Context: an optimization exercise on an open-source flow, tuned for small area. The choices shown serve that exercise and are no tape-out recipe. Only simulation tests tie the RTL to the original design; equivalence was not proved.

### design/flow/constraint.sdc
create_clock -name core_clock -period 10.0 [get_ports {sys_clk}]
set_input_delay 2.0000 -clock core_clock [delete_from_list [all_inputs] [get_ports {sys_clk}]]
set_output_delay 2.0000 -clock core_clock [all_outputs]
set_load 0.01 [all_outputs]
### design/flow/flow/faflip.py
#!/usr/bin/env python3
"""Netlist clean-up after synthesis; registers are left as they are.
  - synthesis buffers between cells are dropped;
  - full adders are flipped (FA is self-dual, FA(~a,~b,~c) = ~FA(a,b,c))
    so that inverters around them cancel, choosing the flips by cell area;
  - half adders whose inputs or outputs are inverted become xor/nor or
    xnor/nand gates, two-input gates absorb inverted inputs (De Morgan);
  - mux2 cells become a22o with one shared select inverter;
  - single-load inverters fold into the gate that drives them.

usage: faflip.py IN.v OUT.v
"""
import re, sys

PRE = 'sky130_fd_sc_hd__'
src = open(sys.argv[1]).read()

m = re.search(r'^module\s+(\w+)\s*\((.*?)\);', src, re.S | re.M)
ports = set(p.strip() for p in m.group(2).split(','))
inst_re = re.compile(r'^(\s*)(' + PRE + r'\w+)\s+(\S+)\s*\((.*?)\);\n', re.S | re.M)
pin_re = re.compile(r'\.(\w+)\(([^()]*)\)')

cells = {}   # name -> [type, {pin: net}]
order = []
first = None
for mm in inst_re.finditer(src):
    if first is None:
        first = mm.start()
    t, n, body = mm.group(2), mm.group(3), mm.group(4)
    pins = {p: v.strip() for p, v in pin_re.findall(body)}
    cells[n] = [t[len(PRE):], pins]
    order.append(n)
last = list(inst_re.finditer(src))[-1].end()
head, tail = src[:first], src[last:]
assert 'assign' not in tail and 'assign' not in head, 'assign statements not handled'

OUT = {'X', 'Y', 'Q', 'Q_N', 'SUM', 'COUT', 'HI', 'LO'}


def is_port_net(net):
    return net.split('[')[0].strip() in ports


def build():
    drv, loads = {}, {}
    for n, (t, pins) in cells.items():
        for p, v in pins.items():
            if p in OUT:
                drv[v] = (n, p)
            else:
                loads.setdefault(v, []).append((n, p))
    return drv, loads


cnt = [0]
newnets = []


def newnet():
    cnt[0] += 1
    nn = '_ff%d_' % cnt[0]
    newnets.append(nn)
    return nn


def new_inv(a, y):
    cnt[0] += 1
    nm = '_ffi%d_' % cnt[0]
    cells[nm] = ['inv_1', {'A': a, 'Y': y}]
    return nm


def is_inv(n):
    return n in cells and cells[n][0] in ('inv_1', 'clkinv_1')


def cleanup():
    """Remove inverters without loads, and bypass inverter pairs."""
    changed = True
    while changed:
        changed = False
        drv, loads = build()
        for n in list(cells):
            if n not in cells or not is_inv(n):
                continue
            y = cells[n][1]['Y']
            if not loads.get(y) and not is_port_net(y):
                del cells[n]
                changed = True
                continue
            a = cells[n][1]['A']
            d = drv.get(a)
            # inv -> inv: loads of the second may use the first's input.
            if d and is_inv(d[0]) and not is_port_net(y):
                orig = cells[d[0]][1]['A']
                for (ln, lp) in loads.get(y, []):
                    cells[ln][1][lp] = orig
                del cells[n]
                changed = True
                drv, loads = build()


def ninv():
    return sum(1 for n in cells if is_inv(n))


COMP = {'and2_1': 'nand2_1', 'nand2_1': 'and2_1', 'or2_1': 'nor2_1', 'nor2_1': 'or2_1',
        'xor2_1': 'xnor2_1', 'xnor2_1': 'xor2_1', 'and3_1': 'nand3_1', 'nand3_1': 'and3_1',
        'or3_1': 'nor3_1', 'nor3_1': 'or3_1', 'and4_1': 'nand4_1', 'nand4_1': 'and4_1',
        'or4_1': 'nor4_1', 'nor4_1': 'or4_1', 'inv_1': None}


def outpin(t):
    return 'X' if t.startswith(('and', 'or', 'xor', 'buf', 'clkbuf')) else 'Y'


def flip(f):
    drv, loads = build()
    t, pins = cells[f]
    for p in ('A', 'B', 'CIN'):
        v = pins[p]
        d = drv.get(v)
        if d and is_inv(d[0]):
            pins[p] = cells[d[0]][1]['A']
        elif (d and COMP.get(cells[d[0]][0]) and len(loads.get(v, [])) == 1
              and not is_port_net(v)):
            g = cells[d[0]]
            del g[1][outpin(g[0])]
            g[0] = COMP[g[0]]
            g[1][outpin(g[0])] = v
        else:
            # reuse an inverter of this net if there is one
            inv = [ln for (ln, lp) in loads.get(v, []) if is_inv(ln)]
            if inv:
                pins[p] = cells[inv[0]][1]['Y']
            else:
                nn = newnet()
                new_inv(v, nn)
                pins[p] = nn
    for p in ('SUM', 'COUT'):
        o = pins[p]
        on = newnet()
        pins[p] = on
        rest = []
        for (ln, lp) in loads.get(o, []):
            if is_inv(ln) and not is_port_net(cells[ln][1]['Y']):
                y = cells[ln][1]['Y']
                _, l2 = drv, loads
                for (mn, mp) in loads.get(y, []):
                    cells[mn][1][mp] = on
                del cells[ln]
            else:
                rest.append((ln, lp))
        if rest or is_port_net(o):
            new_inv(on, o)


import copy, random


def ha_fix():
    """HA(~x, ~y) = (x ^ y, ~(x | y)): xor2 + nor2, the same area, two inverters gone."""
    n_fixed = 0
    drv, loads = build()
    for n in list(cells):
        if n not in cells or cells[n][0] != 'ha_1':
            continue
        pins = cells[n][1]
        da, db = drv.get(pins['A']), drv.get(pins['B'])
        if not (da and db and is_inv(da[0]) and is_inv(db[0])):
            continue
        x, y = cells[da[0]][1]['A'], cells[db[0]][1]['A']
        del cells[n]
        cnt[0] += 1
        if 'SUM' in pins:
            cells['_ffx%d_' % cnt[0]] = ['xor2_1', {'A': x, 'B': y, 'X': pins['SUM']}]
        if 'COUT' in pins:
            cells['_ffn%d_' % cnt[0]] = ['nor2_1', {'A': x, 'B': y, 'Y': pins['COUT']}]
        n_fixed += 1
        drv, loads = build()
    cleanup()
    return n_fixed


AREA = {}
_cur = None
for _line in open('/OpenROAD-flow-scripts/flow/platforms/sky130hd/lib/sky130_fd_sc_hd__tt_025C_1v80.lib'):
    _m = re.match(r'\s*cell\s*\(\s*"?(\w+)"?\s*\)', _line)
    if _m:
        _cur = _m.group(1)
    _m = re.match(r'\s*area\s*:\s*([\d.]+)', _line)
    if _m and _cur:
        AREA[_cur[len(PRE):]] = float(_m.group(1))
        _cur = None


def cost():
    return sum(AREA[t] for t, _ in cells.values()) - 3.75 * free_invs()


def free_invs():
    """Inverters, not counting those that only feed half adders whose both
    inputs are inverted (ha_fix removes them)."""
    drv, loads = build()
    k = 0
    for n in cells:
        if not is_inv(n):
            continue
        ls = loads.get(cells[n][1]['Y'], [])
        free = bool(ls) and not is_port_net(cells[n][1]['Y'])
        for (ln, lp) in ls:
            if cells[ln][0] != 'ha_1':
                free = False
                break
            other = cells[ln][1]['B' if lp == 'A' else 'A']
            d = drv.get(other)
            if not (d and is_inv(d[0])):
                free = False
                break
        if free:
            k += 1
    return k


# Drop synthesis buffers between cells (placement repairs what needs it).
nbuf = 0
drv, loads = build()
for n in list(cells):
    t, pins = cells[n]
    if not (t.startswith('buf_') or t.startswith('clkbuf_')):
        continue
    a, x = pins['A'], pins['X']
    if is_port_net(x):
        continue
    for (ln, lp) in loads.get(x, []):
        cells[ln][1][lp] = a
    del cells[n]
    nbuf += 1
    drv, loads = build()
print('buffers removed:', nbuf, file=sys.stderr)
cleanup()
base = cost()
print('inverters at start:', ninv(), 'area', base, file=sys.stderr)
random.seed(1)
fas = [n for n in cells if cells[n][0] == 'fa_1']


def components():
    """Two-colour the full adders: an inverter between two adders asks for
    different colours. Returns [(members, colour)] per connected group."""
    drv, loads = build()
    adj = {f: [] for f in fas}
    for f in fas:
        for p in ('A', 'B', 'CIN'):
            v = cells[f][1][p]
            k = 0
            d = drv.get(v)
            while d and is_inv(d[0]):
                k += 1
                d = drv.get(cells[d[0]][1]['A'])
            if d and cells[d[0]][0] == 'fa_1':
                adj[f].append((d[0], k & 1))
                adj[d[0]].append((f, k & 1))
    col, comps = {}, []
    for f in fas:
        if f in col:
            continue
        col[f] = 0
        q, mem = [f], [f]
        while q:
            u = q.pop()
            for (w, par) in adj[u]:
                if w not in col:
                    col[w] = col[u] ^ par
                    q.append(w)
                    mem.append(w)
        comps.append(mem)
    return comps, col


comps, col = components()
print('adder groups:', len(comps), [len(c) for c in comps][:10], file=sys.stderr)
for mem in comps:
    results = []
    for want in (0, 1):
        save = copy.deepcopy(cells)
        for f in mem:
            if col[f] == want:
                flip(f)
                cleanup()
        results.append((cost(), want))
        cells.clear()
        cells.update(save)
    k, want = min(results)
    if k < base:
        for f in mem:
            if col[f] == want:
                flip(f)
                cleanup()
        base = cost()
print('after colouring:', ninv(), base, file=sys.stderr)
best = copy.deepcopy(cells)
best_k = base
for rnd in range(6):
    random.shuffle(fas)
    for f in fas:
        save = copy.deepcopy(cells)
        flip(f)
        cleanup()
        k = cost()
        # accept ties in the first rounds to leave local minima
        if k < base or (k == base and rnd < 3):
            base = k
        else:
            cells.clear()
            cells.update(save)
        if base < best_k:
            best_k = base
            best = copy.deepcopy(cells)
    print('round', rnd, 'inverters', ninv(), 'area', base, file=sys.stderr)
cells.clear()
cells.update(best)
print('inverters after flips:', ninv(), file=sys.stderr)
print('half adders on two inverted inputs rebuilt:', ha_fix(), 'inverters', ninv(), file=sys.stderr)

drv, loads = build()
for n in list(cells):
    t, pins = cells[n]
    if t != 'ha_1':
        continue
    if not loads.get(pins.get('SUM')) and not is_port_net(pins.get('SUM', '')):
        cells[n] = ['and2_1', {'A': pins['A'], 'B': pins['B'], 'X': pins['COUT']}]
    elif not loads.get(pins.get('COUT')) and not is_port_net(pins.get('COUT', '')):
        cells[n] = ['xor2_1', {'A': pins['A'], 'B': pins['B'], 'X': pins['SUM']}]

# Half adders whose outputs only feed inverters: split into gates of the
# inverted polarity (xnor2 / nand2) and drop the inverters.
n_hs = 0
for n in list(cells):
    if n not in cells or cells[n][0] != 'ha_1':
        continue
    drv, loads = build()
    pins = cells[n][1]
    def inv_only(net):
        ls = loads.get(net, [])
        return bool(ls) and not is_port_net(net) and all(is_inv(l) for l, _ in ls)
    so, co = pins.get('SUM'), pins.get('COUT')
    inv_s = so is not None and inv_only(so)
    inv_c = co is not None and inv_only(co)
    if not (inv_s or inv_c):
        continue
    save = copy.deepcopy(cells)
    base = cost()
    a, b = pins['A'], pins['B']
    del cells[n]
    cnt[0] += 1
    for (o, inv, pos, neg, op, on) in ((so, inv_s, 'xor2_1', 'xnor2_1', 'X', 'Y'),
                                        (co, inv_c, 'and2_1', 'nand2_1', 'X', 'Y')):
        if o is None:
            continue
        if inv:
            nn = newnet()
            for (l, _) in loads.get(o, []):
                y = cells[l][1]['Y']
                for (m, mp) in loads.get(y, []):
                    cells[m][1][mp] = nn
                del cells[l]
            cells['_ffh%d_%s' % (cnt[0], neg)] = [neg, {'A': a, 'B': b, on: nn}]
        else:
            cells['_ffh%d_%s' % (cnt[0], pos)] = [pos, {'A': a, 'B': b, op: o}]
    cleanup()
    if cost() < base - 0.01:
        n_hs += 1
    else:
        cells.clear()
        cells.update(save)
print('half adders split into inverted gates:', n_hs, 'inverters', ninv(), file=sys.stderr)

# De Morgan: two-input gates whose inputs come from inverters.
DM2 = {'and2_1': 'nor2_1', 'or2_1': 'nand2_1', 'nand2_1': 'or2_1', 'nor2_1': 'and2_1',
       'xor2_1': 'xor2_1', 'xnor2_1': 'xnor2_1'}
DM1 = {'xor2_1': 'xnor2_1', 'xnor2_1': 'xor2_1'}
n_dm = 0
base = cost()
for n in list(cells):
    if n not in cells or cells[n][0] not in DM2:
        continue
    drv, loads = build()
    t, pins = cells[n]
    ia = drv.get(pins['A'])
    ib = drv.get(pins['B'])
    ia = ia if ia and is_inv(ia[0]) else None
    ib = ib if ib and is_inv(ib[0]) else None
    if ia and ib:
        newt = DM2[t]
    elif (ia or ib) and t in DM1:
        newt = DM1[t]
    else:
        continue
    save = copy.deepcopy(cells)
    out = pins[outpin(t)]
    del pins[outpin(t)]
    if ia:
        pins['A'] = cells[ia[0]][1]['A']
    if ib:
        pins['B'] = cells[ib[0]][1]['A']
    cells[n][0] = newt
    pins[outpin(newt)] = out
    cleanup()
    k = cost()
    if k < base - 0.01:
        base = k
        n_dm += 1
    else:
        cells.clear()
        cells.update(save)
print('gates rewritten on inverted inputs:', n_dm, 'inverters', ninv(), file=sys.stderr)

# mux2 (11.3 um2) -> a22o (8.8 um2) with one shared inverter per select net.
n_mx = 0
drv, loads = build()
sel_inv = {}
for n in list(cells):
    t, pins = cells[n]
    if t not in ('mux2_1', 'mux2_2'):
        continue
    sl = pins['S']
    if sl not in sel_inv:
        inv = [ln for (ln, lp) in loads.get(sl, []) if is_inv(ln)]
        if inv:
            sel_inv[sl] = cells[inv[0]][1]['Y']
        else:
            nn = newnet()
            new_inv(sl, nn)
            sel_inv[sl] = nn
    cells[n] = ['a22o_1', {'A1': sl, 'A2': pins['A1'], 'B1': sel_inv[sl], 'B2': pins['A0'], 'X': pins['X']}]
    n_mx += 1
print('mux2 rebuilt as a22o:', n_mx, file=sys.stderr)

# Fold a single-load inverter into the simple gate that drives it.
folded = 0
drv, loads = build()
for n in list(cells):
    if n not in cells or not is_inv(n):
        continue
    a = cells[n][1]['A']
    d = drv.get(a)
    if not d or d[0] not in cells or is_port_net(a) or len(loads.get(a, [])) != 1:
        continue
    g = cells[d[0]]
    if g[0] not in COMP or COMP[g[0]] is None:
        continue
    outp = 'Y' if 'Y' in g[1] else 'X'
    newt = COMP[g[0]]
    newout = 'Y' if newt.startswith('n') or newt.startswith('xn') else 'X'
    if newt.startswith('xnor'):
        newout = 'Y'
    if newt.startswith('xor'):
        newout = 'X'
    y = cells[n][1]['Y']
    del g[1][outp]
    g[1][newout] = y
    g[0] = newt
    del cells[n]
    folded += 1
    drv, loads = build()
print('folded into gates:', folded, 'inverters left:', ninv(), file=sys.stderr)

# Write out.
used = set()
for t, pins in cells.values():
    used.update(pins.values())
decl = ''.join('  wire %s;\n' % w for w in newnets if w in used)
body = []
for n in order + [k for k in cells if k not in order]:
    if n not in cells:
        continue
    t, pins = cells[n]
    body.append('  %s%s %s (\n%s\n  );\n' % (PRE, t, n, ',\n'.join('    .%s(%s%s)' % (p, v, ' ' if v.startswith('\\') else '') for p, v in pins.items())))
open(sys.argv[2], 'w').write(head.rstrip(' ') + decl + ''.join(body) + tail)
### design/flow/standard.sh
#!/bin/bash
# synth_recipe.tcl (not shown) runs the flow's synth.tcl, then flattens the netlist and writes it again
# the make line also repeats each setting of config.mk as NAME=value (left out here)
make -C /OpenROAD-flow-scripts/flow DESIGN_CONFIG=/design/flow/config.mk WORK_HOME=/design/flow/orfs CLKGATE_MAP_FILE= SYNTH_SCRIPT=/design/flow/synth_recipe.tcl "${@:-finish}"
### design/flow/flow/ports.tcl
# Port buffers: every input gets a sky130_fd_sc_hd__buf_1,
# outputs the smallest plain buffer.
rename buffer_ports my_orig_buffer_ports
proc buffer_ports {args} {
  my_orig_buffer_ports -inputs -buffer_cell sky130_fd_sc_hd__buf_1
  my_orig_buffer_ports -outputs -buffer_cell sky130_fd_sc_hd__buf_1
}
### design/flow/design.v
`default_nettype none
package fft_peak_detect_pkg;
  localparam int FPD_DATA_W = 16;
  localparam int FPD_IDX_W  = 10;
  typedef enum logic [1:0] {
    ST_IDLE   = 2'd0,
    ST_ACCUM  = 2'd1,
    ST_DRAIN  = 2'd2,
    ST_REPORT = 2'd3
  } fpd_state_e;
endpackage
`default_nettype wire
`default_nettype none
module fft_mag2_pipe
#(
  parameter int DATA_W = fft_peak_detect_pkg::FPD_DATA_W
) (
  input  logic [DATA_W-1:0]     in_re,
  input  logic [DATA_W-1:0]     in_im,
  output logic [2*DATA_W-1:0]   out_pow
);
  wire [15:0] a = in_re;
  wire [15:0] b = in_im;
  wire w0 = a[0] & a[1];
  wire w1 = a[0] & a[2];
  wire w2 = a[0] & a[3];
  wire w3 = a[0] & a[4];
  wire w4 = a[0] & a[5];
  wire w5 = a[0] & a[6];
  wire w6 = a[0] & a[7];
  wire w7 = a[0] & a[8];
  wire w8 = a[0] & a[9];
  wire w9 = a[0] & a[10];
  wire w10 = a[0] & a[11];
  wire w11 = a[0] & a[12];
  wire w12 = a[0] & a[13];
  wire w13 = a[0] & a[14];
  wire w14 = ~(a[15] & a[0]);
  wire w15 = a[1] & a[2];
  wire w16 = a[1] & a[3];
  wire w17 = a[1] & a[4];
  wire w18 = a[1] & a[5];
  wire w19 = a[1] & a[6];
  wire w20 = a[1] & a[7];
  wire w21 = a[1] & a[8];
  wire w22 = a[1] & a[9];
  wire w23 = a[1] & a[10];
  wire w24 = a[1] & a[11];
  wire w25 = a[1] & a[12];
  wire w26 = a[1] & a[13];
  wire w27 = a[1] & a[14];
  wire w28 = ~(a[15] & a[1]);
  wire w29 = a[2] & a[3];
  wire w30 = a[2] & a[4];
  wire w31 = a[2] & a[5];
  wire w32 = a[2] & a[6];
  wire w33 = a[2] & a[7];
  wire w34 = a[2] & a[8];
  wire w35 = a[2] & a[9];
  wire w36 = a[2] & a[10];
  wire w37 = a[2] & a[11];
  wire w38 = a[2] & a[12];
  wire w39 = a[2] & a[13];
  wire w40 = a[2] & a[14];
  wire w41 = ~(a[15] & a[2]);
  wire w42 = a[3] & a[4];
  wire w43 = a[3] & a[5];
  wire w44 = a[3] & a[6];
  wire w45 = a[3] & a[7];
  wire w46 = a[3] & a[8];
  wire w47 = a[3] & a[9];
  wire w48 = a[3] & a[10];
  wire w49 = a[3] & a[11];
  wire w50 = a[3] & a[12];
  wire w51 = a[3] & a[13];
  wire w52 = a[3] & a[14];
  wire w53 = ~(a[15] & a[3]);
  wire w54 = a[4] & a[5];
  wire w55 = a[4] & a[6];
  wire w56 = a[4] & a[7];
  wire w57 = a[4] & a[8];
  wire w58 = a[4] & a[9];
  wire w59 = a[4] & a[10];
  wire w60 = a[4] & a[11];
  wire w61 = a[4] & a[12];
  wire w62 = a[4] & a[13];
  wire w63 = a[4] & a[14];
  wire w64 = ~(a[15] & a[4]);
  wire w65 = a[5] & a[6];
  wire w66 = a[5] & a[7];
  wire w67 = a[5] & a[8];
  wire w68 = a[5] & a[9];
  wire w69 = a[5] & a[10];
  wire w70 = a[5] & a[11];
  wire w71 = a[5] & a[12];
  wire w72 = a[5] & a[13];
  wire w73 = a[5] & a[14];
  wire w74 = ~(a[15] & a[5]);
  wire w75 = a[6] & a[7];
  wire w76 = a[6] & a[8];
  wire w77 = a[6] & a[9];
  wire w78 = a[6] & a[10];
  wire w79 = a[6] & a[11];
  wire w80 = a[6] & a[12];
  wire w81 = a[6] & a[13];
  wire w82 = a[6] & a[14];
  wire w83 = ~(a[15] & a[6]);
  wire w84 = a[7] & a[8];
  wire w85 = a[7] & a[9];
  wire w86 = a[7] & a[10];
  wire w87 = a[7] & a[11];
  wire w88 = a[7] & a[12];
  wire w89 = a[7] & a[13];
  wire w90 = a[7] & a[14];
  wire w91 = ~(a[15] & a[7]);
  wire w92 = a[8] & a[9];
  wire w93 = a[8] & a[10];
  wire w94 = a[8] & a[11];
  wire w95 = a[8] & a[12];
  wire w96 = a[8] & a[13];
  wire w97 = a[8] & a[14];
  wire w98 = ~(a[15] & a[8]);
  wire w99 = a[9] & a[10];
  wire w100 = a[9] & a[11];
  wire w101 = a[9] & a[12];
  wire w102 = a[9] & a[13];
  wire w103 = a[9] & a[14];
  wire w104 = ~(a[15] & a[9]);
  wire w105 = a[10] & a[11];
  wire w106 = a[10] & a[12];
  wire w107 = a[10] & a[13];
  wire w108 = a[10] & a[14];
  wire w109 = ~(a[15] & a[10]);
  wire w110 = a[11] & a[12];
  wire w111 = a[11] & a[13];
  wire w112 = a[11] & a[14];
  wire w113 = ~(a[15] & a[11]);
  wire w114 = a[12] & a[13];
  wire w115 = a[12] & a[14];
  wire w116 = ~(a[15] & a[12]);
  wire w117 = a[13] & a[14];
  wire w118 = ~(a[15] & a[13]);
  wire w119 = ~(a[15] & a[14]);
  wire w120 = b[0] & b[1];
  wire w121 = b[0] & b[2];
  wire w122 = b[0] & b[3];
  wire w123 = b[0] & b[4];
  wire w124 = b[0] & b[5];
  wire w125 = b[0] & b[6];
  wire w126 = b[0] & b[7];
  wire w127 = b[0] & b[8];
  wire w128 = b[0] & b[9];
  wire w129 = b[0] & b[10];
  wire w130 = b[0] & b[11];
  wire w131 = b[0] & b[12];
  wire w132 = b[0] & b[13];
  wire w133 = b[0] & b[14];
  wire w134 = ~(b[15] & b[0]);
  wire w135 = b[1] & b[2];
  wire w136 = b[1] & b[3];
  wire w137 = b[1] & b[4];
  wire w138 = b[1] & b[5];
  wire w139 = b[1] & b[6];
  wire w140 = b[1] & b[7];
  wire w141 = b[1] & b[8];
  wire w142 = b[1] & b[9];
  wire w143 = b[1] & b[10];
  wire w144 = b[1] & b[11];
  wire w145 = b[1] & b[12];
  wire w146 = b[1] & b[13];
  wire w147 = b[1] & b[14];
  wire w148 = ~(b[15] & b[1]);
  wire w149 = b[2] & b[3];
  wire w150 = b[2] & b[4];
  wire w151 = b[2] & b[5];
  wire w152 = b[2] & b[6];
  wire w153 = b[2] & b[7];
  wire w154 = b[2] & b[8];
  wire w155 = b[2] & b[9];
  wire w156 = b[2] & b[10];
  wire w157 = b[2] & b[11];
  wire w158 = b[2] & b[12];
  wire w159 = b[2] & b[13];
  wire w160 = b[2] & b[14];
  wire w161 = ~(b[15] & b[2]);
  wire w162 = b[3] & b[4];
  wire w163 = b[3] & b[5];
  wire w164 = b[3] & b[6];
  wire w165 = b[3] & b[7];
  wire w166 = b[3] & b[8];
  wire w167 = b[3] & b[9];
  wire w168 = b[3] & b[10];
  wire w169 = b[3] & b[11];
  wire w170 = b[3] & b[12];
  wire w171 = b[3] & b[13];
  wire w172 = b[3] & b[14];
  wire w173 = ~(b[15] & b[3]);
  wire w174 = b[4] & b[5];
  wire w175 = b[4] & b[6];
  wire w176 = b[4] & b[7];
  wire w177 = b[4] & b[8];
  wire w178 = b[4] & b[9];
  wire w179 = b[4] & b[10];
  wire w180 = b[4] & b[11];
  wire w181 = b[4] & b[12];
  wire w182 = b[4] & b[13];
  wire w183 = b[4] & b[14];
  wire w184 = ~(b[15] & b[4]);
  wire w185 = b[5] & b[6];
  wire w186 = b[5] & b[7];
  wire w187 = b[5] & b[8];
  wire w188 = b[5] & b[9];
  wire w189 = b[5] & b[10];
  wire w190 = b[5] & b[11];
  wire w191 = b[5] & b[12];
  wire w192 = b[5] & b[13];
  wire w193 = b[5] & b[14];
  wire w194 = ~(b[15] & b[5]);
  wire w195 = b[6] & b[7];
  wire w196 = b[6] & b[8];
  wire w197 = b[6] & b[9];
  wire w198 = b[6] & b[10];
  wire w199 = b[6] & b[11];
  wire w200 = b[6] & b[12];
  wire w201 = b[6] & b[13];
  wire w202 = b[6] & b[14];
  wire w203 = ~(b[15] & b[6]);
  wire w204 = b[7] & b[8];
  wire w205 = b[7] & b[9];
  wire w206 = b[7] & b[10];
  wire w207 = b[7] & b[11];
  wire w208 = b[7] & b[12];
  wire w209 = b[7] & b[13];
  wire w210 = b[7] & b[14];
  wire w211 = ~(b[15] & b[7]);
  wire w212 = b[8] & b[9];
  wire w213 = b[8] & b[10];
  wire w214 = b[8] & b[11];
  wire w215 = b[8] & b[12];
  wire w216 = b[8] & b[13];
  wire w217 = b[8] & b[14];
  wire w218 = ~(b[15] & b[8]);
  wire w219 = b[9] & b[10];
  wire w220 = b[9] & b[11];
  wire w221 = b[9] & b[12];
  wire w222 = b[9] & b[13];
  wire w223 = b[9] & b[14];
  wire w224 = ~(b[15] & b[9]);
  wire w225 = b[10] & b[11];
  wire w226 = b[10] & b[12];
  wire w227 = b[10] & b[13];
  wire w228 = b[10] & b[14];
  wire w229 = ~(b[15] & b[10]);
  wire w230 = b[11] & b[12];
  wire w231 = b[11] & b[13];
  wire w232 = b[11] & b[14];
  wire w233 = ~(b[15] & b[11]);
  wire w234 = b[12] & b[13];
  wire w235 = b[12] & b[14];
  wire w236 = ~(b[15] & b[12]);
  wire w237 = b[13] & b[14];
  wire w238 = ~(b[15] & b[13]);
  wire w239 = ~(b[15] & b[14]);
  wire w240 = w10 ^ w23;
  wire w241 = w10 & w23;
  wire w242, w243;
  assign {w243, w242} = w12 + w25 + w37;
  wire w244 = w48 ^ w58;
  wire w245 = w48 & w58;
  wire w246, w247;
  assign {w247, w246} = w13 + w26 + w38;
  wire w248 = w49 ^ w59;
  wire w249 = w49 & w59;
  wire w250, w251;
  assign {w251, w250} = w14 + w27 + w39;
  wire w252, w253;
  assign {w253, w252} = w50 + w60 + w69;
  wire w254, w255;
  assign {w255, w254} = w77 + w84 + a[8];
  wire w256 = w134 ^ w147;
  wire w257 = w134 & w147;
  wire w258, w259;
  assign {w259, w258} = w28 + w40 + w51;
  wire w260, w261;
  assign {w261, w260} = w61 + w70 + w78;
  wire w262, w263;
  assign {w263, w262} = w85 + w148 + w160;
  wire w264, w265;
  assign {w265, w264} = w41 + w52 + w62;
  wire w266, w267;
  assign {w267, w266} = w71 + w79 + w86;
  wire w268, w269;
  assign {w269, w268} = w92 + a[9] + w161;
  wire w270, w271;
  assign {w271, w270} = w53 + w63 + w72;
  wire w272, w273;
  assign {w273, w272} = w64 + w73 + w81;
  wire w274 = w6 ^ w19;
  wire w275 = w6 & w19;
  wire w276, w277;
  assign {w277, w276} = w8 + w21 + w33;
  wire w278 = w44 ^ w54;
  wire w279 = w44 & w54;
  wire w280, w281;
  assign {w281, w280} = w9 + w22 + w34;
  wire w282 = w45 ^ w55;
  wire w283 = w45 & w55;
  wire w284, w285;
  assign {w285, w284} = w35 + w46 + w56;
  wire w286, w287;
  assign {w287, w286} = w65 + a[6] + w130;
  wire w288, w289;
  assign {w289, w288} = w143 + w155 + w166;
  wire w290, w291;
  assign {w291, w290} = w11 + w24 + w36;
  wire w292, w293;
  assign {w293, w292} = w47 + w57 + w66;
  wire w294, w295;
  assign {w295, w294} = w131 + w144 + w156;
  wire w296 = w167 ^ w177;
  wire w297 = w167 & w177;
  wire w298, w299;
  assign {w299, w298} = w67 + w75 + a[7];
  wire w300, w301;
  assign {w301, w300} = w132 + w145 + w157;
  wire w302, w303;
  assign {w303, w302} = w168 + w178 + w187;
  wire w304, w305;
  assign {w305, w304} = w195 + b[7] + w242;
  wire w306, w307;
  assign {w307, w306} = w68 + w76 + w133;
  wire w308, w309;
  assign {w309, w308} = w146 + w158 + w169;
  wire w310, w311;
  assign {w311, w310} = w179 + w188 + w196;
  wire w312, w313;
  assign {w313, w312} = w246 + w248 + w243;
  wire w314, w315;
  assign {w315, w314} = w159 + w170 + w180;
  wire w316, w317;
  assign {w317, w316} = w189 + w197 + w204;
  wire w318, w319;
  assign {w319, w318} = b[8] + w250 + w252;
  wire w320, w321;
  assign {w321, w320} = w254 + w256 + w247;
  wire w322, w323;
  assign {w323, w322} = w171 + w181 + w190;
  wire w324, w325;
  assign {w325, w324} = w198 + w205 + 1'b1;
  wire w326, w327;
  assign {w327, w326} = w258 + w260 + w262;
  wire w328, w329;
  assign {w329, w328} = w251 + w253 + w255;
  wire w330, w331;
  assign {w331, w330} = w172 + w182 + w191;
  wire w332, w333;
  assign {w333, w332} = w199 + w206 + w212;
  wire w334, w335;
  assign {w335, w334} = b[9] + w264 + w266;
  wire w336, w337;
  assign {w337, w336} = w268 + w259 + w261;
  wire w338, w339;
  assign {w339, w338} = w80 + w87 + w93;
  wire w340, w341;
  assign {w341, w340} = w173 + w183 + w192;
  wire w342, w343;
  assign {w343, w342} = w200 + w207 + w213;
  wire w344, w345;
  assign {w345, w344} = w270 + w265 + w267;
  wire w346, w347;
  assign {w347, w346} = w88 + w94 + w99;
  wire w348, w349;
  assign {w349, w348} = a[10] + w184 + w193;
  wire w350, w351;
  assign {w351, w350} = w201 + w208 + w214;
  wire w352, w353;
  assign {w353, w352} = w219 + b[10] + w272;
  wire w354, w355;
  assign {w355, w354} = w74 + w82 + w89;
  wire w356, w357;
  assign {w357, w356} = w95 + w100 + w194;
  wire w358, w359;
  assign {w359, w358} = w202 + w209 + w215;
  wire w360, w361;
  assign {w361, w360} = w83 + w90 + w96;
  wire w362, w363;
  assign {w363, w362} = w101 + w105 + a[11];
  wire w364, w365;
  assign {w365, w364} = w203 + w210 + w216;
  wire w366, w367;
  assign {w367, w366} = w91 + w97 + w102;
  wire w368, w369;
  assign {w369, w368} = w98 + w103 + w107;
  wire w370, w371;
  assign {w371, w370} = w4 + w17 + w29;
  wire w372 = w5 ^ w18;
  wire w373 = w5 & w18;
  wire w374, w375;
  assign {w375, w374} = w31 + w42 + a[4];
  wire w376, w377;
  assign {w377, w376} = w126 + w139 + w151;
  wire w378, w379;
  assign {w379, w378} = w7 + w20 + w32;
  wire w380, w381;
  assign {w381, w380} = w43 + w127 + w140;
  wire w382 = w152 ^ w163;
  wire w383 = w152 & w163;
  wire w384, w385;
  assign {w385, w384} = a[5] + w128 + w141;
  wire w386, w387;
  assign {w387, w386} = w153 + w164 + w174;
  wire w388, w389;
  assign {w389, w388} = b[5] + w276 + w278;
  wire w390, w391;
  assign {w391, w390} = w129 + w142 + w154;
  wire w392, w393;
  assign {w393, w392} = w165 + w175 + w280;
  wire w394, w395;
  assign {w395, w394} = w282 + w277 + w279;
  wire w396, w397;
  assign {w397, w396} = w176 + w185 + b[6];
  wire w398, w399;
  assign {w399, w398} = w240 + w284 + w286;
  wire w400, w401;
  assign {w401, w400} = w288 + w281 + w283;
  wire w402, w403;
  assign {w403, w402} = w186 + w241 + w290;
  wire w404, w405;
  assign {w405, w404} = w292 + w294 + w296;
  wire w406, w407;
  assign {w407, w406} = w285 + w287 + w289;
  wire w408, w409;
  assign {w409, w408} = w244 + w298 + w300;
  wire w410, w411;
  assign {w411, w410} = w302 + w304 + w291;
  wire w412, w413;
  assign {w413, w412} = w293 + w295 + w297;
  wire w414, w415;
  assign {w415, w414} = w245 + w306 + w308;
  wire w416, w417;
  assign {w417, w416} = w310 + w312 + w299;
  wire w418, w419;
  assign {w419, w418} = w301 + w303 + w305;
  wire w420, w421;
  assign {w421, w420} = w249 + w314 + w316;
  wire w422, w423;
  assign {w423, w422} = w318 + w320 + w307;
  wire w424, w425;
  assign {w425, w424} = w309 + w311 + w313;
  wire w426, w427;
  assign {w427, w426} = w257 + w322 + w324;
  wire w428, w429;
  assign {w429, w428} = w326 + w328 + w315;
  wire w430, w431;
  assign {w431, w430} = w317 + w319 + w321;
  wire w432, w433;
  assign {w433, w432} = w263 + w330 + w332;
  wire w434, w435;
  assign {w435, w434} = w334 + w336 + w323;
  wire w436, w437;
  assign {w437, w436} = w325 + w327 + w329;
  wire w438, w439;
  assign {w439, w438} = w269 + w338 + w340;
  wire w440, w441;
  assign {w441, w440} = w342 + w344 + w331;
  wire w442, w443;
  assign {w443, w442} = w333 + w335 + w337;
  wire w444, w445;
  assign {w445, w444} = w271 + w346 + w348;
  wire w446, w447;
  assign {w447, w446} = w350 + w352 + w339;
  wire w448, w449;
  assign {w449, w448} = w341 + w343 + w345;
  wire w450, w451;
  assign {w451, w450} = w220 + w273 + w354;
  wire w452, w453;
  assign {w453, w452} = w356 + w358 + w347;
  wire w454, w455;
  assign {w455, w454} = w349 + w351 + w353;
  wire w456, w457;
  assign {w457, w456} = w221 + w225 + b[11];
  wire w458, w459;
  assign {w459, w458} = w360 + w362 + w364;
  wire w460, w461;
  assign {w461, w460} = w355 + w357 + w359;
  wire w462, w463;
  assign {w463, w462} = w106 + w211 + w217;
  wire w464, w465;
  assign {w465, w464} = w222 + w226 + w366;
  wire w466, w467;
  assign {w467, w466} = w361 + w363 + w365;
  wire w468, w469;
  assign {w469, w468} = w110 + a[12] + w218;
  wire w470, w471;
  assign {w471, w470} = w223 + w227 + w230;
  wire w472, w473;
  assign {w473, w472} = b[12] + w368 + w367;
  wire w474, w475;
  assign {w475, w474} = w104 + w108 + w111;
  wire w476, w477;
  assign {w477, w476} = w224 + w228 + w231;
  wire w478, w479;
  assign {w479, w478} = w109 + w112 + w114;
  wire w480, w481;
  assign {w481, w480} = a[13] + w229 + w232;
  wire w482, w483;
  assign {w483, w482} = w2 + w15 + a[2];
  wire w484 = w3 ^ w16;
  wire w485 = w3 & w16;
  wire w486, w487;
  assign {w487, w486} = a[3] + w124 + w137;
  wire w488 = w149 ^ b[3];
  wire w489 = w149 & b[3];
  wire w490, w491;
  assign {w491, w490} = w30 + w125 + w138;
  wire w492, w493;
  assign {w493, w492} = w150 + w372 + w371;
  wire w494, w495;
  assign {w495, w494} = w162 + b[4] + w274;
  wire w496, w497;
  assign {w497, w496} = w374 + w376 + w373;
  wire w498, w499;
  assign {w499, w498} = w275 + w378 + w380;
  wire w500, w501;
  assign {w501, w500} = w382 + w375 + w377;
  wire w502, w503;
  assign {w503, w502} = w384 + w386 + w388;
  wire w504, w505;
  assign {w505, w504} = w379 + w381 + w383;
  wire w506, w507;
  assign {w507, w506} = w390 + w392 + w394;
  wire w508, w509;
  assign {w509, w508} = w385 + w387 + w389;
  wire w510, w511;
  assign {w511, w510} = w396 + w398 + w400;
  wire w512, w513;
  assign {w513, w512} = w391 + w393 + w395;
  wire w514, w515;
  assign {w515, w514} = w402 + w404 + w406;
  wire w516, w517;
  assign {w517, w516} = w397 + w399 + w401;
  wire w518, w519;
  assign {w519, w518} = w408 + w410 + w412;
  wire w520, w521;
  assign {w521, w520} = w403 + w405 + w407;
  wire w522, w523;
  assign {w523, w522} = w414 + w416 + w418;
  wire w524, w525;
  assign {w525, w524} = w409 + w411 + w413;
  wire w526, w527;
  assign {w527, w526} = w420 + w422 + w424;
  wire w528, w529;
  assign {w529, w528} = w415 + w417 + w419;
  wire w530, w531;
  assign {w531, w530} = w426 + w428 + w430;
  wire w532, w533;
  assign {w533, w532} = w421 + w423 + w425;
  wire w534, w535;
  assign {w535, w534} = w432 + w434 + w436;
  wire w536, w537;
  assign {w537, w536} = w427 + w429 + w431;
  wire w538, w539;
  assign {w539, w538} = w438 + w440 + w442;
  wire w540, w541;
  assign {w541, w540} = w433 + w435 + w437;
  wire w542, w543;
  assign {w543, w542} = w444 + w446 + w448;
  wire w544, w545;
  assign {w545, w544} = w439 + w441 + w443;
  wire w546, w547;
  assign {w547, w546} = w450 + w452 + w454;
  wire w548, w549;
  assign {w549, w548} = w445 + w447 + w449;
  wire w550, w551;
  assign {w551, w550} = w456 + w458 + w460;
  wire w552, w553;
  assign {w553, w552} = w451 + w453 + w455;
  wire w554, w555;
  assign {w555, w554} = w462 + w464 + w466;
  wire w556, w557;
  assign {w557, w556} = w457 + w459 + w461;
  wire w558, w559;
  assign {w559, w558} = w468 + w470 + w472;
  wire w560, w561;
  assign {w561, w560} = w463 + w465 + w467;
  wire w562, w563;
  assign {w563, w562} = w369 + w474 + w476;
  wire w564, w565;
  assign {w565, w564} = w469 + w471 + w473;
  wire w566, w567;
  assign {w567, w566} = w234 + b[13] + w478;
  wire w568, w569;
  assign {w569, w568} = w480 + w475 + w477;
  wire w570, w571;
  assign {w571, w570} = w113 + w115 + w233;
  wire w572, w573;
  assign {w573, w572} = w235 + w479 + w481;
  wire w574, w575;
  assign {w575, w574} = w116 + w117 + a[14];
  wire w576, w577;
  assign {w577, w576} = w236 + w237 + b[14];
  wire w578 = w0 ^ a[1];
  wire w579 = w0 & a[1];
  wire w580 = w122 ^ w135;
  wire w581 = w122 & w135;
  wire w582, w583;
  assign {w583, w582} = w123 + w136 + w484;
  wire w584, w585;
  assign {w585, w584} = w370 + w486 + w488;
  wire w586, w587;
  assign {w587, w586} = w490 + w492 + w487;
  wire w588, w589;
  assign {w589, w588} = w494 + w496 + w491;
  wire w590, w591;
  assign {w591, w590} = w498 + w500 + w495;
  wire w592, w593;
  assign {w593, w592} = w502 + w504 + w499;
  wire w594, w595;
  assign {w595, w594} = w506 + w508 + w503;
  wire w596, w597;
  assign {w597, w596} = w510 + w512 + w507;
  wire w598, w599;
  assign {w599, w598} = w514 + w516 + w511;
  wire w600, w601;
  assign {w601, w600} = w518 + w520 + w515;
  wire w602, w603;
  assign {w603, w602} = w522 + w524 + w519;
  wire w604, w605;
  assign {w605, w604} = w526 + w528 + w523;
  wire w606, w607;
  assign {w607, w606} = w530 + w532 + w527;
  wire w608, w609;
  assign {w609, w608} = w534 + w536 + w531;
  wire w610, w611;
  assign {w611, w610} = w538 + w540 + w535;
  wire w612, w613;
  assign {w613, w612} = w542 + w544 + w539;
  wire w614, w615;
  assign {w615, w614} = w546 + w548 + w543;
  wire w616, w617;
  assign {w617, w616} = w550 + w552 + w547;
  wire w618, w619;
  assign {w619, w618} = w554 + w556 + w551;
  wire w620, w621;
  assign {w621, w620} = w558 + w560 + w555;
  wire w622, w623;
  assign {w623, w622} = w562 + w564 + w559;
  wire w624, w625;
  assign {w625, w624} = w566 + w568 + w563;
  wire w626, w627;
  assign {w627, w626} = w570 + w572 + w567;
  wire w628, w629;
  assign {w629, w628} = w574 + w576 + w571;
  wire w630, w631;
  assign {w631, w630} = w118 + w238 + w575;
  wire w632, w633;
  assign {w633, w632} = w119 + a[15] + w239;
  wire w634 = w120 ^ b[1];
  wire w635 = w120 & b[1];
  wire w636, w637;
  assign {w637, w636} = w1 + w121 + w579;
  wire w638, w639;
  assign {w639, w638} = b[2] + w482 + w580;
  wire w640, w641;
  assign {w641, w640} = w483 + w582 + w581;
  wire w642, w643;
  assign {w643, w642} = w485 + w584 + w583;
  wire w644, w645;
  assign {w645, w644} = w489 + w586 + w585;
  wire w646, w647;
  assign {w647, w646} = w493 + w588 + w587;
  wire w648, w649;
  assign {w649, w648} = w497 + w590 + w589;
  wire w650, w651;
  assign {w651, w650} = w501 + w592 + w591;
  wire w652, w653;
  assign {w653, w652} = w505 + w594 + w593;
  wire w654, w655;
  assign {w655, w654} = w509 + w596 + w595;
  wire w656, w657;
  assign {w657, w656} = w513 + w598 + w597;
  wire w658, w659;
  assign {w659, w658} = w517 + w600 + w599;
  wire w660, w661;
  assign {w661, w660} = w521 + w602 + w601;
  wire w662, w663;
  assign {w663, w662} = w525 + w604 + w603;
  wire w664, w665;
  assign {w665, w664} = w529 + w606 + w605;
  wire w666, w667;
  assign {w667, w666} = w533 + w608 + w607;
  wire w668, w669;
  assign {w669, w668} = w537 + w610 + w609;
  wire w670, w671;
  assign {w671, w670} = w541 + w612 + w611;
  wire w672, w673;
  assign {w673, w672} = w545 + w614 + w613;
  wire w674, w675;
  assign {w675, w674} = w549 + w616 + w615;
  wire w676, w677;
  assign {w677, w676} = w553 + w618 + w617;
  wire w678, w679;
  assign {w679, w678} = w557 + w620 + w619;
  wire w680, w681;
  assign {w681, w680} = w561 + w622 + w621;
  wire w682, w683;
  assign {w683, w682} = w565 + w624 + w623;
  wire w684, w685;
  assign {w685, w684} = w569 + w626 + w625;
  wire w686, w687;
  assign {w687, w686} = w573 + w628 + w627;
  wire w688, w689;
  assign {w689, w688} = w577 + w630 + w629;
  wire w690, w691;
  assign {w691, w690} = b[15] + w632 + w631;
  wire [31:0] ra = {w633, w690, w688, w686, w684, w682, w680, w678, w676, w674, w672, w670, w668, w666, w664, w662, w660, w658, w656, w654, w652, w650, w648, w646, w644, w642, w640, w638, w636, w578, 1'b0, a[0]};
  wire [31:0] rb = {w691, w689, w687, w685, w683, w681, w679, w677, w675, w673, w671, w669, w667, w665, w663, w661, w659, w657, w655, w653, w651, w649, w647, w645, w643, w641, w639, w637, w635, w634, 1'b0, b[0]};
  wire w692 = ra[0] ^ rb[0];
  wire w693 = ra[0] & rb[0];
  wire w694, w695;
  assign {w695, w694} = ra[1] + rb[1] + w693;
  wire w696, w697;
  assign {w697, w696} = ra[2] + rb[2] + w695;
  wire w698, w699;
  assign {w699, w698} = ra[3] + rb[3] + w697;
  wire w700, w701;
  assign {w701, w700} = ra[4] + rb[4] + w699;
  wire w702, w703;
  assign {w703, w702} = ra[5] + rb[5] + w701;
  wire w704 = ra[6] & rb[6];
  wire w705 = ra[7] & rb[7];
  wire w706 = ra[8] & rb[8];
  wire w707 = ra[9] & rb[9];
  wire w708 = ra[10] & rb[10];
  wire w709 = ra[11] & rb[11];
  wire w710 = ra[12] & rb[12];
  wire w711 = ra[13] & rb[13];
  wire w712 = ra[14] & rb[14];
  wire w713 = ra[15] & rb[15];
  wire w714 = ra[16] & rb[16];
  wire w715 = ra[17] & rb[17];
  wire w716 = ra[18] & rb[18];
  wire w717 = ra[19] & rb[19];
  wire w718 = ra[20] & rb[20];
  wire w719 = ra[21] & rb[21];
  wire w720 = ra[22] & rb[22];
  wire w721 = ra[23] & rb[23];
  wire w722 = ra[24] & rb[24];
  wire w723 = ra[25] & rb[25];
  wire w724 = ra[26] & rb[26];
  wire w725 = ra[27] & rb[27];
  wire w726 = ra[28] & rb[28];
  wire w727 = ra[29] & rb[29];
  wire w728 = ra[30] & rb[30];
  wire w729 = ra[31] & rb[31];
  wire w730 = ra[6] ^ rb[6];
  wire w731 = ra[7] ^ rb[7];
  wire w732 = ra[8] ^ rb[8];
  wire w733 = ra[9] ^ rb[9];
  wire w734 = ra[10] ^ rb[10];
  wire w735 = ra[11] ^ rb[11];
  wire w736 = ra[12] ^ rb[12];
  wire w737 = ra[13] ^ rb[13];
  wire w738 = ra[14] ^ rb[14];
  wire w739 = ra[15] ^ rb[15];
  wire w740 = ra[16] ^ rb[16];
  wire w741 = ra[17] ^ rb[17];
  wire w742 = ra[18] ^ rb[18];
  wire w743 = ra[19] ^ rb[19];
  wire w744 = ra[20] ^ rb[20];
  wire w745 = ra[21] ^ rb[21];
  wire w746 = ra[22] ^ rb[22];
  wire w747 = ra[23] ^ rb[23];
  wire w748 = ra[24] ^ rb[24];
  wire w749 = ra[25] ^ rb[25];
  wire w750 = ra[26] ^ rb[26];
  wire w751 = ra[27] ^ rb[27];
  wire w752 = ra[28] ^ rb[28];
  wire w753 = ra[29] ^ rb[29];
  wire w754 = ra[30] ^ rb[30];
  wire w755 = ra[31] ^ rb[31];
  wire w756 = w704 | (w730 & w703);
  wire w757 = w705 | (w731 & w756);
  wire w758 = w731 & w730;
  wire w759 = w707 | (w733 & w706);
  wire w760 = w733 & w732;
  wire w761 = w709 | (w735 & w708);
  wire w762 = w735 & w734;
  wire w763 = w711 | (w737 & w710);
  wire w764 = w737 & w736;
  wire w765 = w713 | (w739 & w712);
  wire w766 = w739 & w738;
  wire w767 = w715 | (w741 & w714);
  wire w768 = w741 & w740;
  wire w769 = w717 | (w743 & w716);
  wire w770 = w743 & w742;
  wire w771 = w719 | (w745 & w718);
  wire w772 = w745 & w744;
  wire w773 = w721 | (w747 & w720);
  wire w774 = w747 & w746;
  wire w775 = w723 | (w749 & w722);
  wire w776 = w749 & w748;
  wire w777 = w725 | (w751 & w724);
  wire w778 = w751 & w750;
  wire w779 = w727 | (w753 & w726);
  wire w780 = w753 & w752;
  wire w781 = w729 | (w755 & w728);
  wire w782 = w755 & w754;
  wire w783 = w759 | (w760 & w757);
  wire w784 = w760 & w758;
  wire w785 = w763 | (w764 & w761);
  wire w786 = w764 & w762;
  wire w787 = w767 | (w768 & w765);
  wire w788 = w768 & w766;
  wire w789 = w771 | (w772 & w769);
  wire w790 = w772 & w770;
  wire w791 = w775 | (w776 & w773);
  wire w792 = w776 & w774;
  wire w793 = w779 | (w780 & w777);
  wire w794 = w780 & w778;
  wire w795 = w785 | (w786 & w783);
  wire w796 = w786 & w784;
  wire w797 = w789 | (w790 & w787);
  wire w798 = w790 & w788;
  wire w799 = w793 | (w794 & w791);
  wire w800 = w794 & w792;
  wire w801 = w797 | (w798 & w795);
  wire w802 = w798 & w796;
  wire w803 = w799 | (w800 & w801);
  wire w804 = w800 & w802;
  wire w805 = w787 | (w788 & w795);
  wire w806 = w788 & w796;
  wire w807 = w791 | (w792 & w801);
  wire w808 = w792 & w802;
  wire w809 = w761 | (w762 & w783);
  wire w810 = w762 & w784;
  wire w811 = w765 | (w766 & w795);
  wire w812 = w766 & w796;
  wire w813 = w769 | (w770 & w805);
  wire w814 = w770 & w806;
  wire w815 = w773 | (w774 & w801);
  wire w816 = w774 & w802;
  wire w817 = w777 | (w778 & w807);
  wire w818 = w778 & w808;
  wire w819 = w781 | (w782 & w803);
  wire w820 = w782 & w804;
  wire w821 = w706 | (w732 & w757);
  wire w822 = w732 & w758;
  wire w823 = w708 | (w734 & w783);
  wire w824 = w734 & w784;
  wire w825 = w710 | (w736 & w809);
  wire w826 = w736 & w810;
  wire w827 = w712 | (w738 & w795);
  wire w828 = w738 & w796;
  wire w829 = w714 | (w740 & w811);
  wire w830 = w740 & w812;
  wire w831 = w716 | (w742 & w805);
  wire w832 = w742 & w806;
  wire w833 = w718 | (w744 & w813);
  wire w834 = w744 & w814;
  wire w835 = w720 | (w746 & w801);
  wire w836 = w746 & w802;
  wire w837 = w722 | (w748 & w815);
  wire w838 = w748 & w816;
  wire w839 = w724 | (w750 & w807);
  wire w840 = w750 & w808;
  wire w841 = w726 | (w752 & w817);
  wire w842 = w752 & w818;
  wire w843 = w728 | (w754 & w803);
  wire w844 = w754 & w804;
  wire w845 = w730 ^ w703;
  wire w846 = w731 ^ w756;
  wire w847 = w732 ^ w757;
  wire w848 = w733 ^ w821;
  wire w849 = w734 ^ w783;
  wire w850 = w735 ^ w823;
  wire w851 = w736 ^ w809;
  wire w852 = w737 ^ w825;
  wire w853 = w738 ^ w795;
  wire w854 = w739 ^ w827;
  wire w855 = w740 ^ w811;
  wire w856 = w741 ^ w829;
  wire w857 = w742 ^ w805;
  wire w858 = w743 ^ w831;
  wire w859 = w744 ^ w813;
  wire w860 = w745 ^ w833;
  wire w861 = w746 ^ w801;
  wire w862 = w747 ^ w835;
  wire w863 = w748 ^ w815;
  wire w864 = w749 ^ w837;
  wire w865 = w750 ^ w807;
  wire w866 = w751 ^ w839;
  wire w867 = w752 ^ w817;
  wire w868 = w753 ^ w841;
  wire w869 = w754 ^ w803;
  wire w870 = w755 ^ w843;
  assign out_pow = {w870, w869, w868, w867, w866, w865, w864, w863, w862, w861, w860, w859, w858, w857, w856, w855, w854, w853, w852, w851, w850, w849, w848, w847, w846, w845, w702, w700, w698, w696, w694, w692};
endmodule
`default_nettype wire
`default_nettype none
module fft_peak_detect
#(
  parameter int DATA_W = fft_peak_detect_pkg::FPD_DATA_W,
  parameter int FFT_N  = 1024,
  parameter int IDX_W  = fft_peak_detect_pkg::FPD_IDX_W
) (
  input  logic                sys_clk,
  input  logic                sys_rst,
  input  logic [DATA_W-1:0]   s_re,
  input  logic [DATA_W-1:0]   s_im,
  input  logic                s_valid,
  input  logic                s_last,
  output logic                s_ready,
  output logic [IDX_W-1:0]    peak_idx,
  output logic [2*DATA_W-1:0] peak_pow,
  output logic                peak_valid,
  output logic                frame_err,
  output logic                busy
);
  localparam int PW = 2 * DATA_W;
  logic             en_q, post_q, bad_q;
  logic [IDX_W-1:0] cnt_q;
  logic [IDX_W-2:0] run_idx_q, peak_idx_q;
  logic [PW-1:0]    run_pow_q, peak_pow_q;
  logic             w_accept, w_at_end, w_last, w_elig, w_first, w_hit, w_load;
  logic [PW-1:0]    w_pow;
  logic             w_gt;
  assign w_accept = s_valid & s_ready;
  assign w_at_end = &cnt_q;
  assign w_last   = w_accept & (s_last | w_at_end);
  assign w_elig   = ~cnt_q[IDX_W-1] & (|cnt_q);
  assign w_first  = (cnt_q == IDX_W'(1));
  fft_mag2_pipe #(.DATA_W(DATA_W)) u_mag2 (
    .in_re   (s_re),
    .in_im   (s_im),
    .out_pow (w_pow)
  );
  fft_peak_cmp #(.W(PW)) u_cmp (.a(w_pow), .b(run_pow_q), .gt(w_gt), .lt());
  assign w_hit  = w_accept & w_elig & (w_first | w_gt);
  assign w_load = post_q & (cnt_q == IDX_W'(FFT_N - 2)) & ~bad_q;
  always_ff @(posedge sys_clk) begin
    if (w_hit) begin
      run_pow_q <= w_pow;
      run_idx_q <= w_first ? (IDX_W-1)'(|{s_re, s_im}) : cnt_q[IDX_W-2:0];
    end
    if (!post_q) bad_q <= ~(s_last & w_at_end);
  end
  always_ff @(posedge sys_clk or negedge sys_rst) begin
    if (!sys_rst) begin
      en_q       <= 1'b0;
      post_q     <= 1'b0;
      cnt_q      <= '0;
      peak_idx_q <= '0;
      peak_pow_q <= '0;
    end else begin
      en_q <= 1'b1;
      if (w_last) begin
        post_q <= 1'b1;
        cnt_q  <= IDX_W'(FFT_N - 4);
      end else if (post_q | w_accept) begin
        cnt_q <= cnt_q + IDX_W'(1);
        if (w_at_end) post_q <= 1'b0;
      end
      if (w_load) begin
        peak_idx_q <= run_idx_q;
        peak_pow_q <= run_pow_q;
      end
    end
  end
  assign s_ready    = en_q & ~post_q;
  assign busy       = post_q | (|cnt_q);
  assign peak_valid = post_q & w_at_end & ~bad_q;
  assign frame_err  = post_q & w_at_end & bad_q;
  assign peak_idx   = {1'b0, peak_idx_q};
  assign peak_pow   = peak_pow_q;
endmodule
module fft_peak_cmp
#(
  parameter int W = 32
) (
  input  logic [W-1:0] a,
  input  logic [W-1:0] b,
  output logic         gt,
  output logic         lt
);
  if (W == 1) begin : g_leaf
    assign gt = a[0] & ~b[0];
    assign lt = b[0] & ~a[0];
  end else begin : g_node
    localparam int H = W / 2;
    logic gt_hi, lt_hi, gt_lo, lt_lo;
    fft_peak_cmp #(.W(W - H)) u_hi (.a(a[W-1:H]), .b(b[W-1:H]), .gt(gt_hi), .lt(lt_hi));
    fft_peak_cmp #(.W(H))     u_lo (.a(a[H-1:0]), .b(b[H-1:0]), .gt(gt_lo), .lt(lt_lo));
    assign gt = gt_hi | (~lt_hi & gt_lo);
    assign lt = lt_hi | (~gt_hi & lt_lo);
  end
endmodule
`default_nettype wire
### design/flow/config.mk
export PLATFORM = sky130hd
export DESIGN_NAME = fft_peak_detect
export DESIGN_NICKNAME = fft_peak_detect
export VERILOG_FILES = /design/flow/design.v
export SDC_FILE = /design/flow/constraint.sdc
export NUM_CORES = 4
export LEC_CHECK = 0
export CAP_MARGIN = 0
export CORE_MARGIN = 2
export CORE_UTILIZATION = 84
export CTS_BUF_LIST = sky130_fd_sc_hd__clkbuf_8
export GPL_TIMING_DRIVEN = 0
export SLEW_MARGIN = 0
### design/flow/flow/run.sh
#!/bin/bash
set -euo pipefail
RES=orfs/results/sky130hd/fft_peak_detect/base
bash standard.sh synth > synth.log 2>&1
cp $RES/1_2_yosys.v yosys_std.v
python3 flow/faflip.py yosys_std.v $RES/1_2_yosys.v > faflip.log 2>&1
rm -f $RES/1_synth.odb
export PRE_GLOBAL_PLACE_TCL="$PWD/flow/ports.tcl"
export CTS_ARGS="-sink_clustering_enable -repair_clock_nets -buf_list sky130_fd_sc_hd__clkbuf_8 -dont_use_dummy_load"
bash standard.sh > layout.log 2>&1
==> results of run 1 <==
registers in the layout, indices dropped and copies added, names as in the netlist:
name        flops
bad_q           1
run_pow_q      32
run_idx_q       9
peak_pow_q     32
en_q            1
peak_idx_q      9
cnt_q          10
post_q          1
layer usage:
metal	track usage (%)	part of all wire, %	vias up	wire length [um]
met1	52.83	34	4030	9172
met2	69.50	48	691	12900
met3	11.31	13	158	3446
met4	20.39	4.6	0	1243
met5	0	0	-	0
li1	-	-	3393	-
area by class of cell:
| type | instances | share of cell area, % |
|---|---|---|
| Buffer | 1 | 0.06617 |
| Multi-Input combinational cell | 817 | 68.95 |
| Sequential cell | 95 | 22.81 |
| Tap cell | 172 | 1.897 |
| Inverter | 61 | 2.018 |
| Timing Repair Buffer | 83 | 3.165 |
| Clock buffer | 9 | 1.092 |
cells in the final DEF (no fill, tap or decap), types with 3 or more instances in the layout:
cell type,count
a21o_1,9
a21oi_1,33
a22o_1,40
and2_1,53
and3_1,6
buf_1,77
clkbuf_8,9
dfrtp_1,53
edfxtp_1,42
fa_1,227
inv_1,61
maj3_1,7
nand2_1,232
nand2b_1,5
nand3_1,15
nand4_1,5
nor2_1,39
nor2b_1,7
nor3_1,8
nor4_1,8
o211ai_1,4
o21a_1,3
o21ai_0,22
o21ai_1,6
xnor2_1,21
xor2_1,29
worst max path at each step:
stage                    endpoint  slack, ns  cells after the start
floorplan            run_idx_q[0]       0.72                     21
global placement    run_pow_q[11]      -0.86                     22
detailed placement  run_pow_q[29]     -0.003                     23
CTS                  run_pow_q[2]       0.33                     23
global route         run_pow_q[2]      0.003                     23
finish               run_pow_q[2]       0.19                     23
metrics by stage:
stage / instance area, um^2
2_1_floorplan: 10650
3_3_place_gp: 11160
3_5_place_dp: 11220
4_1_cts: 11340
5_1_grt: 11340
6_report: 11340
==> summary.md, run 1 <==
| Metric | Value |
|---|---|
| Run status | timing/DRC/antenna clean |
| Final setup TNS | 0 ns |
| Starting Density | a little under nine tenths |
| Fillers | 545 |
| Routed vias/inst | 6.682 |
| Core Util, Final | 90.63% |
| CTS tree | done |
| Sequential cell area | 2587 um^2 |
| Max_slew headroom | between 10% and 20% |
| Critical-path cell with the highest stage delay | buf_1 |
| Flop2flop setup slack | around 6.5 ns |
| Post-CTS Setup Bufs | 0 |
| # IOs | 82 |
| Nets | 1333 |
| Post-CTS Hold Fix Bufs | 0 |
| FP Rows | 41 |
| Remaining global-route overflow | 0 |
| Capture point of the worst reg-to-reg path | peak_idx_q[3] |
| HP Start | run_idx_q[0] |
| Worst Setup End Kind | flop |
| Area occupied by multi-input gates | 7823 um^2 |
| Kind of critical path | input pin to flop |
| DRT Pass-1 Iters | 5 |
| Clock Pin Slew Worst Setup and Hold Paths | 0.07 ns |
| Pin count of the biggest net entering global routing | 43 |
| CP Buf/Inv Count | 2 |
| TritonCTS Buffers | 9 |
| CP Data Arrival Time | 9.85 ns |
| Placed cells | about 1200 |
| Core Region | 12520 um^2 |
| Share of cells above drive strength 1 | around 2.5% |
| Drt wl/cell | 21.62 um |
| Clock Skew | 0.02317 ns |
| Post-CTS sizing | 0 |
| Post-synthesis instance area | between 10000 and 15000 um^2 |
| Max-cap violations | 0 |
| Max incr delay on CP | 0.72 ns |
| Syn_area_per_cell | ~11 um^2 |
| Via Count | 8272 |
| Tot GR Track Use | 42.16% |
| First-pass GRT wire length | 42.67 mm |
| Synth warn | 1 |
| # DRC | 0 |
| Vias in the first global route | 8846 |
| Worst EP required | 10.04 ns |
| Port Buf Inserts | 80 |
| Slew @ Worst Pin | 1.238 ns |
| Max Clock Freq | 101.9 MHz |
| Cell family with most CP delay | adder cells |
| Clk buf depth | 2 |
| Hold path cells | 1 |
| FF-to-FF path depth | 7 |
| Crit path top cell by count | fa_1 |
| Final setup vio count | 0 |
| Area Growth Syn to Fin | 6.570% |
| Fin crit share | 98.09% |
| Final Wtd Congestion | 0.9265 |
| Antenna-violating nets left | 0 |
| DP HPWL | between 15 and 20 mm |
| Clk sinks | 95 |
| Die area | 13590 um^2 |
| Hold worst-path end | peak_idx_q[0] |
| Initial antenna violation count | 0 |
| R2R Path Start | cnt_q[0] |
| CP Max Fanout | 34 |
| Non-filler cells, final | 1238 |
| Hold Vio Cnt, Final | 0 |
| Die Wd | 116.6 um |
| N_diodes | 0 |
| Root Driver | clkbuf_8 |
| Worst hold slack | 0.4546 ns |
| HP Class | flop to flop |
| Syn Nets | 1239 |
| Post-place setup slack | -0.003419 ns |
| Clock H-tree levels | 3 |
| Die Span Y | 116.6 um |
| CP cell instances | buf_1, nand2_1, fa_1, fa_1, fa_1, fa_1, fa_1, fa_1, xor2_1, a21o_1, a21o_1, a221o_1, o21ai_0, nand2_1, fa_1, xnor2_1, maj3_1, a21oi_1, o21ai_1, a21o_1, a311oi_1, o311a_2, buf_12 |
| Setup crit start kind | input pin |
| Clock latency (worst-skew pair) | 0.36 ns |
| Critical Path Start | s_re[9] |
| Starting DRT DRC Count | 987 |
| Unrepaired setup endpoints after global routing | false |
| DRT Wirelength | around 27 mm |
| Final worst setup slack | 0.1908 ns |
| Tmin final | 9.809 ns |
| Synth Instances | slightly below 1000 |
| Max Slew Vio Count | 0 |
==> run 2, diff against run 1 <==
==> design/flow/flow/ports.tcl (replaced) <==
# Port buffers: every input gets a sky130_fd_sc_hd__buf_2 (they fan out to many gates),
# outputs the smallest plain buffer.
rename buffer_ports my_orig_buffer_ports
proc buffer_ports {args} {
  my_orig_buffer_ports -inputs -buffer_cell sky130_fd_sc_hd__buf_2
  my_orig_buffer_ports -outputs -buffer_cell sky130_fd_sc_hd__buf_1
}
==> summary.md, run 2 <==
| Metric | Value |
|---|---|
| CP Max Fanout | 34 (unchanged) |
| TritonCTS Buffers | 9 (unchanged) |
| CP Data Arrival Time | 9.40 ns (-0.45 ns) |
| Commonest non-fill, non-tap cells in the layout | nand2_1, fa_1, inv_1, and2_1, dfrtp_1 |
| Hold worst-path end | peak_idx_q[0] |
| DP HPWL | 20.12 mm (+1.2%) |
| Antenna-violating nets left | 0 (unchanged) |
| Setup crit start kind | input pin |
| Critical-path cell with the highest stage delay | fa_1 |
| Core Util, Final | 90.79% (+0.16 points) |
| Clock latency (worst-skew pair) | 0.37 ns (about the same) |
| DRT Pass-1 Iters | 5 (unchanged) |
| Share of cells above drive strength 1 | 5.446% (+2.9 points) |
| Root Driver | clkbuf_8 |
| Worst Setup End Kind | flop |
| Capture point of the worst reg-to-reg path | peak_idx_q[5] |
| Clock Skew | 0.02465 ns (+0.001480 ns) |
| Worst EP required | 10.04 ns (about the same) |
| Post-synthesis instance area | 10650 um^2 (unchanged) |
| Max incr delay on CP | 0.58 ns (-0.14 ns) |
| Initial antenna violation count | 0 (unchanged) |
| Tmin final | 9.361 ns (-0.4480 ns) |
| Max_slew headroom | 16.61% (-0.74 points) |
| Critical Path Start | s_im[2] |
| Max Clock Freq | 106.8 MHz (+4.8%) |
| Clk buf depth | 2 (unchanged) |
| Run status | timing/DRC/antenna clean |
| Tot GR Track Use | 42.26% (+0.10 points) |
| Die Wd | 116.6 um (unchanged) |
| Clock Pin Slew Worst Setup and Hold Paths | 0.07 ns (about the same) |
| Clock H-tree levels | 3 (unchanged) |
| Synth warn | 1 (unchanged) |
| Vias in the first global route | 8926 (+0.90%) |
| # IOs | 82 (unchanged) |
| FF-to-FF path depth | 6 (-1) |
| Synth Instances | 974 (unchanged) |
| HP Start | run_idx_q[0] |
| Port Buf Inserts | 80 (unchanged) |
| Kind of critical path | input pin to flop |
| R2R Path Start | cnt_q[4] |
| Non-filler cells, final | 1237 (-0.081%) |
| Drt wl/cell | 21.78 um (+0.73%) |
| Post-CTS Hold Fix Bufs | 0 (unchanged) |
| Die Span Y | 116.6 um (unchanged) |
| Flop2flop setup slack | 6.56 ns (+0.03 ns) |
| Unrepaired setup endpoints after global routing | false |
| Max Slew Vio Count | 0 (unchanged) |
| Fillers | 491 (-9.9%) |
| Area occupied by multi-input gates | 7823 um^2 (unchanged) |
| Via Count | 8329 (+0.69%) |
| Most common cell after layout, fill and taps aside | nand2_1 |
| Biggest registers after layout | peak_pow_q: 32 flops, run_pow_q: 32 flops, cnt_q: 10 flops |
| Crit path top cell by count | fa_1 |
| Final Wtd Congestion | 0.9200 (-0.70%) |
| CTS tree | done |
| Area Growth Syn to Fin | 6.758% |
| # DRC | 0 (unchanged) |
| Hold path cells | 1 (unchanged) |
| DRT Wirelength | 26.94 mm (+0.65%) |
| First-pass GRT wire length | 42.74 mm (+0.16%) |
| Placed cells | 1228 (-0.081%) |
| Post-CTS Setup Bufs | 0 (unchanged) |
| Slew @ Worst Pin | 1.249 ns (+0.01110 ns) |
| Final setup vio count | 0 (unchanged) |
| Starting Density | 85.05% (unchanged) |
| Pin count of the biggest net entering global routing | 54 (+26%) |
| Clk sinks | 95 (unchanged) |
| Die area | 13590 um^2 (unchanged) |
| CP cell instances | buf_2, and2_1, fa_1, fa_1, fa_1, fa_1, fa_1, fa_1, xor2_1, a21o_1, a21o_1, a221o_1, o21ai_0, nand2_1, fa_1, nor2b_1, maj3_1, a21oi_1, o21ai_1, a21o_1, a311oi_1, o311a_2, buf_12 |
| Remaining global-route overflow | 0 (unchanged) |
| Fin crit share | 93.61% (-4.5 points) |
| Post-CTS sizing | 0 (unchanged) |
| Syn Nets | 1239 (unchanged) |
| Routed vias/inst | 6.733 (+0.77%) |
| Core Region | 12520 um^2 (unchanged) |
| HP Class | flop to flop |
| Sequential cell area | 2587 um^2 (unchanged) |
| Hold Vio Cnt, Final | 0 (unchanged) |
| Starting DRT DRC Count | 1022 (+3.5%) |
| FP Rows | 41 (unchanged) |
| N_diodes | 0 (unchanged) |
| Max-cap violations | 0 (unchanged) |
| Nets | 1332 (-0.075%) |
| Syn_area_per_cell | 10.93 um^2 (unchanged) |
[run 2: cell type report]
type | count | share of cell area, %
buffer | 1 | 0.06606
clock buffer | 9 | 1.090
inverter | 61 | 2.015
multi-input combinational | 817 | 68.83
sequential | 95 | 22.77
tap | 172 | 1.894
timing repair buffer | 82 | 3.336
[run 2: critical path: cells and delay by family]
kind	cells	cell delay, ns
buf+inv	2	0.61
xor+xnor	1	0.22
compound gates	9	2.22
simple gates	3	0.42
fa+ha+maj	8	3.92
[run 2: layer usage]
layer  share of wire, %  global-route usage (%)  vias up  wire length [um]
met5                  0                       0        -                 0
met4                5.9                   21.41        0              1579
met3                 13                   12.45      174              3562
met2                 48                   69.84      719             12920
met1                 33                   51.50     4042              8874
li1                   -                       -     3394                 -
[run 2: how the worst max path moves through the flow]
stage / to / slack [ns] / cells past startpoint
after global placement: run_pow_q[12] / -0.45 / 22
after floorplan: run_idx_q[0] / 0.72 / 21
after global routing: run_pow_q[18] / 0.48 / 23
after CTS: run_pow_q[16] / 0.71 / 23
after detailed placement: run_pow_q[13] / 0.35 / 23
final: run_pow_q[18] / 0.64 / 23
[run 2: stage by stage]
step,instance area [um^2],worst slack (ns),TNS [ns],hold slack (ns)
6_report,11360,0.6388,0,0.4705
5_1_grt,11360,0.4788,0,0.4764
4_1_cts,11360,0.7098,0,0.4668
3_5_place_dp,11240,0.3474,0,0.4527
3_3_place_gp,11200,-0.4487,-18.32,0.4458
2_1_floorplan,10650,0.7154,0,0.4426

afterwards: timing with drivers on the ports:
The results above use ideal ports. As a check the final layouts listed here were re-extracted and re-timed, cells and wires unchanged.
Step 1: set_driving_cell puts a clkbuf_16 on sys_clk and a buf_2 on each other input, an assumption about the parent block.
Step 2 times the ports against the registers' clock, not the clock port: input delays grow and output delays shrink by t, the midpoint of the rising clock arrivals with the driver on.
Slacks: no drivers / after step 1 / after step 2; pairs: no drivers / after step 1.
run	t (ns)	slack for setup (ns)	clock arrival spread, ns
run 1	0.388	0.191 / 0.188 / -0.199	0.024 / 0.023
run 2	0.385	0.639 / 0.648 / 0.264	0.025 / 0.025
Met with ideal ports but missed after step 2: setup timing in run 1. The setup slack of run 1, which loses most, moves by -0.003 ns with the drivers and by -0.390 ns with both steps.
